Context: an optimization exercise on an open-source flow, tuned for a short achievable clock period and few clock cycles per item. The choices shown serve that exercise and are no tape-out recipe. Only simulation tests tie the RTL to the original design; equivalence was not proved. Power figures rest on the tool's default switching activity, not on a simulated workload.

==> flow/design.v (excerpt) <==
module mipsCore
#(
    parameter logic [31:0] resetVector = 32'h0000_0100
) (
    input  logic        clk,
    input  logic        reset,
    input  logic [31:0] memReadData,
    output logic [31:0] memAddr,
    output logic [31:0] memWriteData,
    output logic        memRead,
    output logic        memWrite,
    output logic [3:0]  byteEn,
    output logic        halt
);
    localparam int BB = 5;               
    localparam int NB = 1 << BB;
    localparam int BT = 7;               
    localparam int CB = 6;               
    localparam int NC = 1 << CB;
    localparam int CT = 12 - CB;         
    localparam int PW = 48;
    localparam int PR = 64;              
    logic        halted;
    logic [31:0] fa;
    logic        portData;
    logic [31:0] memAddrR, memWriteDataR;
    logic        memReadR, memWriteR;
    logic [31:0] memAddrI;
    logic        storeNow, firstSlot;
    logic        dValid, dFromMem, dFill, dPredTaken, xPredTaken;
    logic [31:0] dPc, dPc4, dPredNext, holdWord, fillPc;
    logic        fillQ;
    logic [13:2] fillPcQ, fillPcQ1;
    logic [31:0] fillWordQ;
    logic [13:2] pfPtr;
    logic        pfSlot;
    logic        xValid;
    logic [31:0] xPc, xPc4, xPredNext, xJumpTarget, xA, xB, xOpB;
    logic [15:0] xImm;
    logic [4:0]  xDest;
    logic        xIsBr, xIsBne, xIsJr, xIsJ, xIsLoad, xIsStore, xWrites, xLoadW, xRet;
    logic        xSeqMis, xJmpMis, xSeqZero, xJumpZero;
    logic        xSub, xSelSum, xSelAnd, xSelOr, xSelXor, xSelSlt, xSelSltu, xSelB, xSelLink;
    logic        lp1v, lp2v, lp3v;
    logic [4:0]  lp1d, lp2d, lp3d;
    logic          btbValid  [NB];
    logic [BT-1:0] btbTag    [NB];
    logic [15:2]   btbTarget [NB];       
    logic [1:0]    btbCtr    [NB];
  ...
Settings: LEC_CHECK=0, CAP_MARGIN=20, CORE_MARGIN=2, CORE_UTILIZATION=30, PLACE_DENSITY=0.4, SETUP_SLACK_MARGIN=1.0, SLEW_MARGIN=20; clock period 13.0 ns.
standard.sh (not shown) runs the stock make flow with config.mk's settings and CLKGATE_MAP_FILE= SYNTH_SCRIPT=/design/flow/synth_recipe.tcl, a recipe that flattens the netlist after the stock synthesis.
==> flow/flow/run.sh <==
#!/bin/bash
# The standard flow's own layout (standard.sh), unchanged except that: timing repair
# aims for more setup slack than the design's flow asks for; the port
# buffers are plain buffers (buf_4) rather than the placer's pick; and
# global routing offers less of met1/met2 (flow/fastroute.tcl).
# The synthesis is the standard one, run first by standard.sh itself.
set -euo pipefail
MARGIN=$(cat flow/setup_margin.txt)
FR=$(pwd)/flow/fastroute.tcl
bash standard.sh synth > synth.log 2>&1
sed -E "s#SETUP_SLACK_MARGIN=[^ ]+#SETUP_SLACK_MARGIN=${MARGIN} BUFFER_PORTS_ARGS='-buffer_cell sky130_fd_sc_hd__buf_4' FASTROUTE_TCL=${FR}#" standard.sh > standard_margin.sh
bash standard_margin.sh finish > layout.log 2>&1
==> flow/flow/fastroute.tcl <==
# Global routing layers as the platform sets them, with less of met1 and
# met2 offered to the global router so that it leaves the detailed
# router room for pin access on met1 and moves more wiring up to met3/met4.
set_global_routing_layer_adjustment $::env(MIN_ROUTING_LAYER)-$::env(MAX_ROUTING_LAYER) 0.2
set_global_routing_layer_adjustment met1 0.5
set_global_routing_layer_adjustment met2 0.35

set_routing_layers -clock $::env(MIN_CLK_ROUTING_LAYER)-$::env(MAX_ROUTING_LAYER)
set_routing_layers -signal $::env(MIN_ROUTING_LAYER)-$::env(MAX_ROUTING_LAYER)
==> flow/flow/setup_margin.txt <==
8.3
The baseline finished with timing, DRC and antenna clean.
Testbench counts at the start, summed over its fixed seeds: cycles 35,162, instructions 29,121.
Then changed:
--- a/flow/design.v
+++ b/flow/design.v
@@ -171,32 +171,32 @@
     parameter logic [31:0] resetVector = 32'h0000_0100
 ) (
     input  logic        clk,
     input  logic        reset,
     input  logic [31:0] memReadData,
     output logic [31:0] memAddr,
     output logic [31:0] memWriteData,
     output logic        memRead,
     output logic        memWrite,
     output logic [3:0]  byteEn,
     output logic        halt
 );
-    localparam int BB = 5;               
+    localparam int BB = 4;               
     localparam int NB = 1 << BB;
     localparam int BT = 7;               
-    localparam int CB = 6;               
+    localparam int CB = 5;               
     localparam int NC = 1 << CB;
     localparam int CT = 12 - CB;         
-    localparam int PW = 48;
-    localparam int PR = 64;              
+    localparam int PW = 24;
+    localparam int PR = 32;              
     logic        halted;
     logic [31:0] fa;
     logic        portData;
     logic [31:0] memAddrR, memWriteDataR;
     logic        memReadR, memWriteR;
     logic [31:0] memAddrI;
     logic        storeNow, firstSlot;
     logic        dValid, dFromMem, dFill, dPredTaken, xPredTaken;
     logic [31:0] dPc, dPc4, dPredNext, holdWord, fillPc;
     logic        fillQ;
     logic [13:2] fillPcQ, fillPcQ1;
     logic [31:0] fillWordQ;
After rerunning: The new run finished clean. Clock-buffer cell count is lower by 316. Worst setup slack is better by 0.52 ns. Clock skew came out lower by 0.011 ns. Routed wire length falls by well over a third. Power falls by well over a third. Design area drops by a quarter to a third. Synthesized area goes down by a quarter to a third. Sequential share of layout area falls by 2.1 points. Via count decreases by a quarter to a third. Fmax goes up by roughly a tenth. Sequential power shrinks by a quarter to a third. Die area decreases by a quarter to a third. First-iteration DRC count shrinks by well over a third. Utilization decreases by 0.48 points.
Testbench counts after the change, summed over its fixed seeds: cycles 36,452, instructions 29,121.

## port drivers added, routing unchanged
Ports are ideal in the flow. The routed layouts listed here were re-timed in OpenROAD. Step 1: set_driving_cell puts a clkbuf_16 on clk and a buf_2 on each other input, an assumption about the parent block. Step 2, shift: input delay + t, output delay - t, t = (earliest + latest rising clock arrival at the registers) / 2. This alone moves slack from input paths to output paths. Slacks: ideal / step 1 / step 2; pairs: ideal / step 1.
run	t, ns	setup slack, ns	hold WS [ns]
the first run	1.365	7.484 / 7.484 / 6.450	0.371 / 0.371 / 0.371
the second run	1.191	8.009 / 7.966 / 6.776	0.383 / 0.383 / 0.383
After both steps every run listed still meets setup and hold. For the second run, which loses most, drivers alone change the setup slack by -0.043 ns; drivers and shift together by -1.233 ns.
